This design comes from an exercise in tuning for small area and a short achievable clock period on the open sky130 flow, not from production work. At most, simulation tests tie the RTL to the original design; equivalence was not proved. No activity file was given, so power comes from the tool's default toggle rates.

==> inputs of trial 13 <==
Design cpu_top, start of the top module:
module cpu_top (
	input  logic                i_clk,
	input  logic                i_rst_n,
	input  cpu_pkg::instr_t     i_instr,
	output cpu_pkg::pc_t        o_pc,
	output logic                o_dmem_we,
	output cpu_pkg::dmem_addr_t o_dmem_addr,
	output cpu_pkg::word_t      o_dmem_wdata,
	output cpu_pkg::status_t    o_status
);
export LEC_CHECK = 0
export CAP_MARGIN = 20
export CORE_MARGIN = 2
export CORE_UTILIZATION = 60
export PLACE_DENSITY = 0.7
export SETUP_SLACK_MARGIN = 5
export SLEW_MARGIN = 20
export SYNTH_HIERARCHICAL = 1
export SYNTH_MEMORY_MAX_BITS = 16384
export SYNTH_MINIMUM_KEEP_SIZE = 0
create_clock -name core_clock -period 16.0 [get_ports {i_clk}]
standard.sh (not shown) runs the stock make flow with config.mk's settings and CLKGATE_MAP_FILE= SYNTH_SCRIPT=/design/flow/synth_recipe.tcl, a recipe that flattens the netlist after the stock synthesis.
==> flow/flow/run.sh <==
#!/bin/bash
# The standard layout with these changes: synthesis sees a strong driver
# and a light load on each module port, so it leaves cells at their smallest
# size; resizing may change a cell's footprint; port buffers are buf_4; timing
# repair aims at a larger setup margin; the clock tree uses clkbuf_8 without
# dummy loads.
set -euo pipefail
bash standard.sh \
  ABC_LOAD_IN_FF=1 \
  ABC_DRIVER_CELL=sky130_fd_sc_hd__buf_4 \
  MATCH_CELL_FOOTPRINT=0 \
  SETUP_SLACK_MARGIN=7 \
  TNS_END_PERCENT=20 \
  BUFFER_PORTS_ARGS="-buffer_cell sky130_fd_sc_hd__buf_4" \
  CTS_ARGS="-sink_clustering_enable -repair_clock_nets -dont_use_dummy_load -buf_list sky130_fd_sc_hd__clkbuf_8 -sink_clustering_size 16 -sink_clustering_max_diameter 70" \
  finish > make.log 2>&1
==> build 51 (differences from trial 13) <==
--- a/flow/design.v
+++ b/flow/design.v
@@ -34,42 +34,74 @@
 		WB_LINK
 	} wb_sel_e;
 endpackage
 `default_nettype wire
 `timescale 1ns/1ns
 `default_nettype none
+module br_cmp (
+	input  cpu_pkg::word_t i_a,
+	input  cpu_pkg::word_t i_b,
+	output logic           o_ne,
+	output logic           o_lt
+);
+	logic [31:0] l0, e0;
+	logic [15:0] l1, e1;
+	logic [7:0]  l2, e2;
+	logic [3:0]  l3, e3;
+	logic [1:0]  l4, e4;
+	logic        l5;
+	rf_andn lt31_i (.a(i_b[31]), .b(i_a[31]), .y(l0[31]));
+	rf_xnor2 eq31_i (.a(i_a[31]), .b(i_b[31]), .y(e0[31]));
+	for (genvar i = 0; i < 31; i++) begin : g_bit
+		rf_andn lt_i (.a(i_a[i]), .b(i_b[i]), .y(l0[i]));
+		rf_xnor2 eq_i (.a(i_a[i]), .b(i_b[i]), .y(e0[i]));
+	end
+	for (genvar i = 0; i < 16; i++) begin : g_m1
+		rf_ao21 l_i (.a(l0[2*i+1]), .b(e0[2*i+1]), .c(l0[2*i]), .y(l1[i]));
+		rf_and2 e_i (.a(e0[2*i+1]), .b(e0[2*i]), .y(e1[i]));
+	end
+	for (genvar i = 0; i < 8; i++) begin : g_m2
+		rf_ao21 l_i (.a(l1[2*i+1]), .b(e1[2*i+1]), .c(l1[2*i]), .y(l2[i]));
+		rf_and2 e_i (.a(e1[2*i+1]), .b(e1[2*i]), .y(e2[i]));
+	end
+	for (genvar i = 0; i < 4; i++) begin : g_m3
+		rf_ao21 l_i (.a(l2[2*i+1]), .b(e2[2*i+1]), .c(l2[2*i]), .y(l3[i]));
+		rf_and2 e_i (.a(e2[2*i+1]), .b(e2[2*i]), .y(e3[i]));
+	end
+	for (genvar i = 0; i < 2; i++) begin : g_m4
+		rf_ao21 l_i (.a(l3[2*i+1]), .b(e3[2*i+1]), .c(l3[2*i]), .y(l4[i]));
+		rf_and2 e_i (.a(e3[2*i+1]), .b(e3[2*i]), .y(e4[i]));
+	end
+	rf_ao21 l5_i (.a(l4[1]), .b(e4[1]), .c(l4[0]), .y(l5));
+	rf_nand2 ne_i (.a(e4[1]), .b(e4[0]), .y(o_ne));
+	assign o_lt = l5;
+endmodule
 module alu (
 	input  cpu_pkg::word_t i_a,
 	input  cpu_pkg::word_t i_b,
 	input  cpu_pkg::word_t i_imm,
 	input  logic           i_is_r,
 	input  logic           i_use_imm,
 	input  logic           i_sub,
 	input  logic [4:0]     i_funct,
 	input  logic [4:0]     i_shamt,
 	output cpu_pkg::word_t o_result,
-	output logic           o_ovf,
-	output logic           o_ne,
-	output logic           o_lt
+	output logic           o_ovf
 );
 	cpu_pkg::word_t op_b;
 	cpu_pkg::word_t op_bx;
-	cpu_pkg::word_t prop;
 	cpu_pkg::word_t sum;
 	cpu_pkg::word_t sh_in;
 	cpu_pkg::word_t sh_out;
 	cpu_pkg::word_t sh_rev;
 	logic           sh_left;
 	logic           sh_fill;
 	assign op_b  = i_use_imm ? i_imm : i_b;
 	assign op_bx = op_b ^ {32{i_sub}};
-	assign prop  = i_a ^ op_bx;
 	assign sum   = i_a + op_bx + {31'd0, i_sub};
 	assign o_ovf = (i_a[32-1] == op_bx[32-1]) && (sum[32-1] != i_a[32-1]);
-	assign o_ne = ~&prop;
-	assign o_lt = ~(sum[32-1] ^ o_ovf) & o_ne;
 	assign sh_left = ~i_funct[0];
 	assign sh_fill = i_funct[0] & i_a[32-1];
 	always_comb begin
 		for (int i = 0; i < 32; i++) sh_in[i] = sh_left ? i_a[32-1-i] : i_a[i];
 	end
 	assign sh_out = $signed({sh_fill, sh_in}) >>> i_shamt;
@@ -151,12 +183,18 @@
 module rf_and2 (input logic a, b, output logic y);
 	assign y = a & b;
 endmodule
 module rf_xor2 (input logic a, b, output logic y);
 	assign y = a ^ b;
 endmodule
+module rf_xnor2 (input logic a, b, output logic y);
+	assign y = ~(a ^ b);
+endmodule
+module rf_andn (input logic a, b, output logic y);
+	assign y = a & ~b;
+endmodule
 module rf_ao21 (input logic a, b, c, output logic y);
 	assign y = a | (b & c);
 endmodule
 module rf_nand3 (input logic a, b, c, output logic y);
 	assign y = ~(a & b & c);
 endmodule
@@ -266,13 +304,14 @@
 	input  logic [31:1] i_d,
 	input  logic        i_hit_load,
 	input  logic        i_mem,
 	input  logic        i_hit_val,
 	input  logic        i_val,
 	output logic        o_q,
-	output logic        o_q2
+	output logic        o_q2,
+	output logic        o_q3
 );
 	logic [15:0] l1;
 	logic [3:0]  l2;
 	logic [1:0]  l3;
 	logic        wb_n;
 	for (genvar g = 0; g < 15; g++) begin : g_l1
@@ -285,31 +324,33 @@
 	for (genvar g = 0; g < 2; g++) begin : g_l3
 		rf_nor2 u (.a(l2[2*g]), .b(l2[2*g+1]), .y(l3[g]));
 	end
 	rf_aoi22 wb (.a1(i_hit_load), .a2(i_mem), .b1(i_hit_val), .b2(i_val), .y(wb_n));
 	rf_nand3 l4 (.a(l3[0]), .b(l3[1]), .c(wb_n), .y(o_q));
 	rf_nand3 l4b (.a(l3[0]), .b(l3[1]), .c(wb_n), .y(o_q2));
+	rf_nand3 l4c (.a(l3[0]), .b(l3[1]), .c(wb_n), .y(o_q3));
 endmodule
 module rf_read (
 	input  logic [31:1]          i_sel,
 	input  logic [31:1][31:0]    i_regs,
 	input  logic                 i_hit_load,
 	input  cpu_pkg::word_t       i_mem,
 	input  logic                 i_hit_val,
 	input  cpu_pkg::word_t       i_val,
 	output cpu_pkg::word_t       o_data,
-	output cpu_pkg::word_t       o_data2
+	output cpu_pkg::word_t       o_data2,
+	output cpu_pkg::word_t       o_data3
 );
 	for (genvar b = 0; b < 32; b++) begin : g_bit
 		logic [31:1] d;
 		always_comb begin
 			for (int i = 1; i < 32; i++) d[i] = i_regs[i][b];
 		end
 		rf_read_bit u (
 			.i_sel(i_sel), .i_d(d), .i_hit_load(i_hit_load), .i_mem(i_mem[b]),
-			.i_hit_val(i_hit_val), .i_val(i_val[b]), .o_q(o_data[b]), .o_q2(o_data2[b])
+			.i_hit_val(i_hit_val), .i_val(i_val[b]), .o_q(o_data[b]), .o_q2(o_data2[b]), .o_q3(o_data3[b])
 		);
 	end
 endmodule
 module reg_file (
 	input  logic              i_clk,
 	input  logic              i_rst_n,
@@ -324,13 +365,14 @@
 	input  cpu_pkg::word_t    i_wdata,
 	input  cpu_pkg::word_t    i_mem_rdata,
 	output cpu_pkg::dmem_addr_t o_load_addr,
 	output cpu_pkg::word_t    o_rdata_a,
 	output cpu_pkg::word_t    o_rdata_a2,
 	output cpu_pkg::word_t    o_rdata_b,
-	output cpu_pkg::word_t    o_rdata_b2
+	output cpu_pkg::word_t    o_rdata_b2,
+	output cpu_pkg::word_t    o_rdata_b3
 );
 	localparam int N = 2**5;
 	logic [N-1:1][31:0] regs;
 	logic [N-1:1]   valid_q;
 	logic [N-1:1]   wsel;
 	logic [N-1:1]   rvalid_n;
@@ -382,17 +424,17 @@
 		.i_idx0(i_rb_idx0), .i_idx1(i_rb_idx1), .i_pick(i_rb_pick), .i_pick_n(i_rb_pick_n),
 		.i_valid_n(rvalid_n), .i_wb_idx(wb_idx_q), .i_wb_v(wb_v_q),
 		.i_wb_load(wb_load_q), .o_sel(rsel_b), .o_hit_load(hit_load_b), .o_hit_val(hit_val_b)
 	);
 	rf_read read_a_i (
 		.i_sel(rsel_a), .i_regs(regs), .i_hit_load(hit_load_a), .i_mem(i_mem_rdata),
-		.i_hit_val(hit_val_a), .i_val(wb_val_q), .o_data(o_rdata_a), .o_data2(o_rdata_a2)
+		.i_hit_val(hit_val_a), .i_val(wb_val_q), .o_data(o_rdata_a), .o_data2(o_rdata_a2), .o_data3()
 	);
 	rf_read read_b_i (
 		.i_sel(rsel_b), .i_regs(regs), .i_hit_load(hit_load_b), .i_mem(i_mem_rdata),
-		.i_hit_val(hit_val_b), .i_val(wb_val_q), .o_data(o_rdata_b), .o_data2(o_rdata_b2)
+		.i_hit_val(hit_val_b), .i_val(wb_val_q), .o_data(o_rdata_b), .o_data2(o_rdata_b2), .o_data3(o_rdata_b3)
 	);
 endmodule
 `default_nettype wire
 `timescale 1ns/1ns
 `default_nettype none
 module pc_unit (
@@ -576,12 +618,13 @@
 	cpu_pkg::reg_idx_t rs;
 	cpu_pkg::reg_idx_t rt;
 	cpu_pkg::word_t    imm;
 	cpu_pkg::word_t rdata_a;
 	cpu_pkg::word_t rdata_a2;
 	cpu_pkg::word_t rdata_b2;
+	cpu_pkg::word_t rdata_b3;
 	cpu_pkg::word_t rdata_b;
 	cpu_pkg::word_t alu_result;
 	cpu_pkg::word_t mem_rdata;
 	cpu_pkg::word_t wb_data;
 	cpu_pkg::pc_t   pc_plus_one;
 	cpu_pkg::dmem_addr_t mem_addr;
@@ -623,35 +666,35 @@
 		.i_wdata   (wb_data),
 		.i_mem_rdata (mem_rdata),
 		.o_load_addr (load_addr),
 		.o_rdata_a (rdata_a),
 		.o_rdata_a2 (rdata_a2),
 		.o_rdata_b (rdata_b),
-		.o_rdata_b2 (rdata_b2)
+		.o_rdata_b2 (rdata_b2),
+		.o_rdata_b3 (rdata_b3)
 	);
 	alu alu_i (
 		.i_a      (rdata_a),
 		.i_b      (rdata_b),
 		.i_imm    (imm),
 		.i_is_r   (is_r),
 		.i_use_imm (i_instr[27] | i_instr[30]),
-		.i_sub    ((i_instr[28] & ~i_instr[27]) | (is_r & (i_instr[6:2] == 5'd1))),
+		.i_sub    (is_r & (i_instr[6:2] == 5'd1)),
 		.i_funct  (i_instr[6:2]),
 		.i_shamt  (i_instr[11:7]),
 		.o_result (alu_result),
-		.o_ovf    (alu_ovf),
-		.o_ne     (alu_ne),
-		.o_lt     (alu_lt)
+		.o_ovf    (alu_ovf)
 	);
+	br_cmp br_cmp_i (.i_a(rdata_a), .i_b(rdata_b), .o_ne(alu_ne), .o_lt(alu_lt));
 	addr_add addr_add_i (.i_a(rdata_a2[6-1:0]), .i_b(imm[6-1:0]), .o_sum(mem_addr));
 	data_mem data_mem_i (
 		.i_clk   (i_clk),
 		.i_we    (is_sw & i_rst_n),
 		.i_base  (rdata_a[6-1:0]),
 		.i_offset (imm[6-1:0]),
-		.i_wdata (rdata_b),
+		.i_wdata (rdata_b3),
 		.i_raddr (load_addr),
 		.o_rdata (mem_rdata)
 	);
 	assign wb_data = is_jal ? {{(32-12){1'b0}}, pc_plus_one} : alu_result;
 	pc_unit pc_unit_i (
 		.i_clk         (i_clk),
--- a/flow/config.mk
+++ b/flow/config.mk
@@ -5,12 +5,13 @@
 export SDC_FILE = /design/flow/constraint.sdc
 export NUM_CORES = 8
 export LEC_CHECK = 0
 export CAP_MARGIN = 20
 export CORE_MARGIN = 2
 export CORE_UTILIZATION = 60
+export GPL_ROUTABILITY_DRIVEN = 0
 export PLACE_DENSITY = 0.7
 export SETUP_SLACK_MARGIN = 5
 export SLEW_MARGIN = 20
 export SYNTH_HIERARCHICAL = 1
 export SYNTH_MEMORY_MAX_BITS = 16384
 export SYNTH_MINIMUM_KEEP_SIZE = 0
==> build 49 (differences from trial 13) <==
--- a/flow/design.v
+++ b/flow/design.v
@@ -34,42 +34,74 @@
 		WB_LINK
 	} wb_sel_e;
 endpackage
 `default_nettype wire
 `timescale 1ns/1ns
 `default_nettype none
+module br_cmp (
+	input  cpu_pkg::word_t i_a,
+	input  cpu_pkg::word_t i_b,
+	output logic           o_ne,
+	output logic           o_lt
+);
+	logic [31:0] l0, e0;
+	logic [15:0] l1, e1;
+	logic [7:0]  l2, e2;
+	logic [3:0]  l3, e3;
+	logic [1:0]  l4, e4;
+	logic        l5;
+	rf_andn lt31_i (.a(i_b[31]), .b(i_a[31]), .y(l0[31]));
+	rf_xnor2 eq31_i (.a(i_a[31]), .b(i_b[31]), .y(e0[31]));
+	for (genvar i = 0; i < 31; i++) begin : g_bit
+		rf_andn lt_i (.a(i_a[i]), .b(i_b[i]), .y(l0[i]));
+		rf_xnor2 eq_i (.a(i_a[i]), .b(i_b[i]), .y(e0[i]));
+	end
+	for (genvar i = 0; i < 16; i++) begin : g_m1
+		rf_ao21 l_i (.a(l0[2*i+1]), .b(e0[2*i+1]), .c(l0[2*i]), .y(l1[i]));
+		rf_and2 e_i (.a(e0[2*i+1]), .b(e0[2*i]), .y(e1[i]));
+	end
+	for (genvar i = 0; i < 8; i++) begin : g_m2
+		rf_ao21 l_i (.a(l1[2*i+1]), .b(e1[2*i+1]), .c(l1[2*i]), .y(l2[i]));
+		rf_and2 e_i (.a(e1[2*i+1]), .b(e1[2*i]), .y(e2[i]));
+	end
+	for (genvar i = 0; i < 4; i++) begin : g_m3
+		rf_ao21 l_i (.a(l2[2*i+1]), .b(e2[2*i+1]), .c(l2[2*i]), .y(l3[i]));
+		rf_and2 e_i (.a(e2[2*i+1]), .b(e2[2*i]), .y(e3[i]));
+	end
+	for (genvar i = 0; i < 2; i++) begin : g_m4
+		rf_ao21 l_i (.a(l3[2*i+1]), .b(e3[2*i+1]), .c(l3[2*i]), .y(l4[i]));
+		rf_and2 e_i (.a(e3[2*i+1]), .b(e3[2*i]), .y(e4[i]));
+	end
+	rf_ao21 l5_i (.a(l4[1]), .b(e4[1]), .c(l4[0]), .y(l5));
+	rf_nand2 ne_i (.a(e4[1]), .b(e4[0]), .y(o_ne));
+	assign o_lt = l5;
+endmodule
 module alu (
 	input  cpu_pkg::word_t i_a,
 	input  cpu_pkg::word_t i_b,
 	input  cpu_pkg::word_t i_imm,
 	input  logic           i_is_r,
 	input  logic           i_use_imm,
 	input  logic           i_sub,
 	input  logic [4:0]     i_funct,
 	input  logic [4:0]     i_shamt,
 	output cpu_pkg::word_t o_result,
-	output logic           o_ovf,
-	output logic           o_ne,
-	output logic           o_lt
+	output logic           o_ovf
 );
 	cpu_pkg::word_t op_b;
 	cpu_pkg::word_t op_bx;
-	cpu_pkg::word_t prop;
 	cpu_pkg::word_t sum;
 	cpu_pkg::word_t sh_in;
 	cpu_pkg::word_t sh_out;
 	cpu_pkg::word_t sh_rev;
 	logic           sh_left;
 	logic           sh_fill;
 	assign op_b  = i_use_imm ? i_imm : i_b;
 	assign op_bx = op_b ^ {32{i_sub}};
-	assign prop  = i_a ^ op_bx;
 	assign sum   = i_a + op_bx + {31'd0, i_sub};
 	assign o_ovf = (i_a[32-1] == op_bx[32-1]) && (sum[32-1] != i_a[32-1]);
-	assign o_ne = ~&prop;
-	assign o_lt = ~(sum[32-1] ^ o_ovf) & o_ne;
 	assign sh_left = ~i_funct[0];
 	assign sh_fill = i_funct[0] & i_a[32-1];
 	always_comb begin
 		for (int i = 0; i < 32; i++) sh_in[i] = sh_left ? i_a[32-1-i] : i_a[i];
 	end
 	assign sh_out = $signed({sh_fill, sh_in}) >>> i_shamt;
@@ -151,12 +183,18 @@
 module rf_and2 (input logic a, b, output logic y);
 	assign y = a & b;
 endmodule
 module rf_xor2 (input logic a, b, output logic y);
 	assign y = a ^ b;
 endmodule
+module rf_xnor2 (input logic a, b, output logic y);
+	assign y = ~(a ^ b);
+endmodule
+module rf_andn (input logic a, b, output logic y);
+	assign y = a & ~b;
+endmodule
 module rf_ao21 (input logic a, b, c, output logic y);
 	assign y = a | (b & c);
 endmodule
 module rf_nand3 (input logic a, b, c, output logic y);
 	assign y = ~(a & b & c);
 endmodule
@@ -266,13 +304,14 @@
 	input  logic [31:1] i_d,
 	input  logic        i_hit_load,
 	input  logic        i_mem,
 	input  logic        i_hit_val,
 	input  logic        i_val,
 	output logic        o_q,
-	output logic        o_q2
+	output logic        o_q2,
+	output logic        o_q3
 );
 	logic [15:0] l1;
 	logic [3:0]  l2;
 	logic [1:0]  l3;
 	logic        wb_n;
 	for (genvar g = 0; g < 15; g++) begin : g_l1
@@ -285,31 +324,33 @@
 	for (genvar g = 0; g < 2; g++) begin : g_l3
 		rf_nor2 u (.a(l2[2*g]), .b(l2[2*g+1]), .y(l3[g]));
 	end
 	rf_aoi22 wb (.a1(i_hit_load), .a2(i_mem), .b1(i_hit_val), .b2(i_val), .y(wb_n));
 	rf_nand3 l4 (.a(l3[0]), .b(l3[1]), .c(wb_n), .y(o_q));
 	rf_nand3 l4b (.a(l3[0]), .b(l3[1]), .c(wb_n), .y(o_q2));
+	rf_nand3 l4c (.a(l3[0]), .b(l3[1]), .c(wb_n), .y(o_q3));
 endmodule
 module rf_read (
 	input  logic [31:1]          i_sel,
 	input  logic [31:1][31:0]    i_regs,
 	input  logic                 i_hit_load,
 	input  cpu_pkg::word_t       i_mem,
 	input  logic                 i_hit_val,
 	input  cpu_pkg::word_t       i_val,
 	output cpu_pkg::word_t       o_data,
-	output cpu_pkg::word_t       o_data2
+	output cpu_pkg::word_t       o_data2,
+	output cpu_pkg::word_t       o_data3
 );
 	for (genvar b = 0; b < 32; b++) begin : g_bit
 		logic [31:1] d;
 		always_comb begin
 			for (int i = 1; i < 32; i++) d[i] = i_regs[i][b];
 		end
 		rf_read_bit u (
 			.i_sel(i_sel), .i_d(d), .i_hit_load(i_hit_load), .i_mem(i_mem[b]),
-			.i_hit_val(i_hit_val), .i_val(i_val[b]), .o_q(o_data[b]), .o_q2(o_data2[b])
+			.i_hit_val(i_hit_val), .i_val(i_val[b]), .o_q(o_data[b]), .o_q2(o_data2[b]), .o_q3(o_data3[b])
 		);
 	end
 endmodule
 module reg_file (
 	input  logic              i_clk,
 	input  logic              i_rst_n,
@@ -324,13 +365,14 @@
 	input  cpu_pkg::word_t    i_wdata,
 	input  cpu_pkg::word_t    i_mem_rdata,
 	output cpu_pkg::dmem_addr_t o_load_addr,
 	output cpu_pkg::word_t    o_rdata_a,
 	output cpu_pkg::word_t    o_rdata_a2,
 	output cpu_pkg::word_t    o_rdata_b,
-	output cpu_pkg::word_t    o_rdata_b2
+	output cpu_pkg::word_t    o_rdata_b2,
+	output cpu_pkg::word_t    o_rdata_b3
 );
 	localparam int N = 2**5;
 	logic [N-1:1][31:0] regs;
 	logic [N-1:1]   valid_q;
 	logic [N-1:1]   wsel;
 	logic [N-1:1]   rvalid_n;
@@ -382,17 +424,17 @@
 		.i_idx0(i_rb_idx0), .i_idx1(i_rb_idx1), .i_pick(i_rb_pick), .i_pick_n(i_rb_pick_n),
 		.i_valid_n(rvalid_n), .i_wb_idx(wb_idx_q), .i_wb_v(wb_v_q),
 		.i_wb_load(wb_load_q), .o_sel(rsel_b), .o_hit_load(hit_load_b), .o_hit_val(hit_val_b)
 	);
 	rf_read read_a_i (
 		.i_sel(rsel_a), .i_regs(regs), .i_hit_load(hit_load_a), .i_mem(i_mem_rdata),
-		.i_hit_val(hit_val_a), .i_val(wb_val_q), .o_data(o_rdata_a), .o_data2(o_rdata_a2)
+		.i_hit_val(hit_val_a), .i_val(wb_val_q), .o_data(o_rdata_a), .o_data2(o_rdata_a2), .o_data3()
 	);
 	rf_read read_b_i (
 		.i_sel(rsel_b), .i_regs(regs), .i_hit_load(hit_load_b), .i_mem(i_mem_rdata),
-		.i_hit_val(hit_val_b), .i_val(wb_val_q), .o_data(o_rdata_b), .o_data2(o_rdata_b2)
+		.i_hit_val(hit_val_b), .i_val(wb_val_q), .o_data(o_rdata_b), .o_data2(o_rdata_b2), .o_data3(o_rdata_b3)
 	);
 endmodule
 `default_nettype wire
 `timescale 1ns/1ns
 `default_nettype none
 module pc_unit (
@@ -576,12 +618,13 @@
 	cpu_pkg::reg_idx_t rs;
 	cpu_pkg::reg_idx_t rt;
 	cpu_pkg::word_t    imm;
 	cpu_pkg::word_t rdata_a;
 	cpu_pkg::word_t rdata_a2;
 	cpu_pkg::word_t rdata_b2;
+	cpu_pkg::word_t rdata_b3;
 	cpu_pkg::word_t rdata_b;
 	cpu_pkg::word_t alu_result;
 	cpu_pkg::word_t mem_rdata;
 	cpu_pkg::word_t wb_data;
 	cpu_pkg::pc_t   pc_plus_one;
 	cpu_pkg::dmem_addr_t mem_addr;
@@ -623,35 +666,35 @@
 		.i_wdata   (wb_data),
 		.i_mem_rdata (mem_rdata),
 		.o_load_addr (load_addr),
 		.o_rdata_a (rdata_a),
 		.o_rdata_a2 (rdata_a2),
 		.o_rdata_b (rdata_b),
-		.o_rdata_b2 (rdata_b2)
+		.o_rdata_b2 (rdata_b2),
+		.o_rdata_b3 (rdata_b3)
 	);
 	alu alu_i (
 		.i_a      (rdata_a),
 		.i_b      (rdata_b),
 		.i_imm    (imm),
 		.i_is_r   (is_r),
 		.i_use_imm (i_instr[27] | i_instr[30]),
-		.i_sub    ((i_instr[28] & ~i_instr[27]) | (is_r & (i_instr[6:2] == 5'd1))),
+		.i_sub    (is_r & (i_instr[6:2] == 5'd1)),
 		.i_funct  (i_instr[6:2]),
 		.i_shamt  (i_instr[11:7]),
 		.o_result (alu_result),
-		.o_ovf    (alu_ovf),
-		.o_ne     (alu_ne),
-		.o_lt     (alu_lt)
+		.o_ovf    (alu_ovf)
 	);
+	br_cmp br_cmp_i (.i_a(rdata_a), .i_b(rdata_b), .o_ne(alu_ne), .o_lt(alu_lt));
 	addr_add addr_add_i (.i_a(rdata_a2[6-1:0]), .i_b(imm[6-1:0]), .o_sum(mem_addr));
 	data_mem data_mem_i (
 		.i_clk   (i_clk),
 		.i_we    (is_sw & i_rst_n),
 		.i_base  (rdata_a[6-1:0]),
 		.i_offset (imm[6-1:0]),
-		.i_wdata (rdata_b),
+		.i_wdata (rdata_b3),
 		.i_raddr (load_addr),
 		.o_rdata (mem_rdata)
 	);
 	assign wb_data = is_jal ? {{(32-12){1'b0}}, pc_plus_one} : alu_result;
 	pc_unit pc_unit_i (
 		.i_clk         (i_clk),
==> comparison table <==
| metric | trial 13 | build 49 | build 51 |
|---|---|---|---|
| Outcome | finished clean | finished clean | finished clean |
| Number of global-route vias before repair | 80124 | 78156 | 79481 |
| Post-synthesis net count | 7518 | 7653 | 7653 |
| Met1 layer usage reported by global route | 56.19% | 54.66% | 50.46% |
| Inverters excl. clock | 45 | 37 | 37 |
| Period Utilization, post-route | 58.73% | 58.08% | 58.24% |
| Combinational gate power | 0.00313 W | 0.00264 W | 0.00260 W |
| Synth-to-layout area growth | 12.24% | 10.60% | 9.953% |
| Placeable core area | 207100 um^2 | 209200 um^2 | 209200 um^2 |
| Number of standard cells in the final layout excluding fillers | 11016 | 10992 | 10909 |
| Number of buffers inserted by post-CTS setup repair | 134 | 80 | 39 |
| Tapcell Cnt | 2788 | 2805 | 2805 |
| Filler Cell Count | 13802 | 14109 | 14119 |
| Placed cell area | 132800 um^2 | 133200 um^2 | 133000 um^2 |
| Antenna violations before repair | 17 | 15 | 21 |
| HP Start | reg_file_i.valid_q[4]$_DFF_PN0_ | reg_file_i.valid_q[5]$_DFF_PN0_ | reg_file_i.valid_q[9]$_DFF_PN0_ |
| Final Critical Period | 9396 ps | 9293 ps | 9318 ps |
The RTL of trial 13 was laid out without a check of its function.

==> afterwards: timing with drivers on the ports <==
In the flow no input, the clock included, has a driving cell. The finished layouts below were timed again as built, in two steps.
Step 1 assumes that a clkbuf_16 drives the clock port and a buf_2 every other input.
Step 2 also shifts input and output timing later by t, the mid clock arrival at the registers, as if the neighbouring blocks saw the same clock.
Slacks: no drivers / after step 1 / after step 2; pairs: no drivers / after step 1.
run	t (ns)	setup WS [ns]	worst setup path after step 2	clock arrival spread, ns
trial 13	1.149	6.604 / 6.480 / 5.421	input to register	0.133 / 0.133
build 51	1.118	6.682 / 6.603 / 6.332	input to register	0.156 / 0.156
build 49	1.129	6.707 / 6.620 / 5.933	input to register	0.113 / 0.113
After both steps every run listed still meets setup and hold. For trial 13, which loses most, drivers alone change the setup slack by -0.124 ns; drivers and shift together by -1.183 ns.
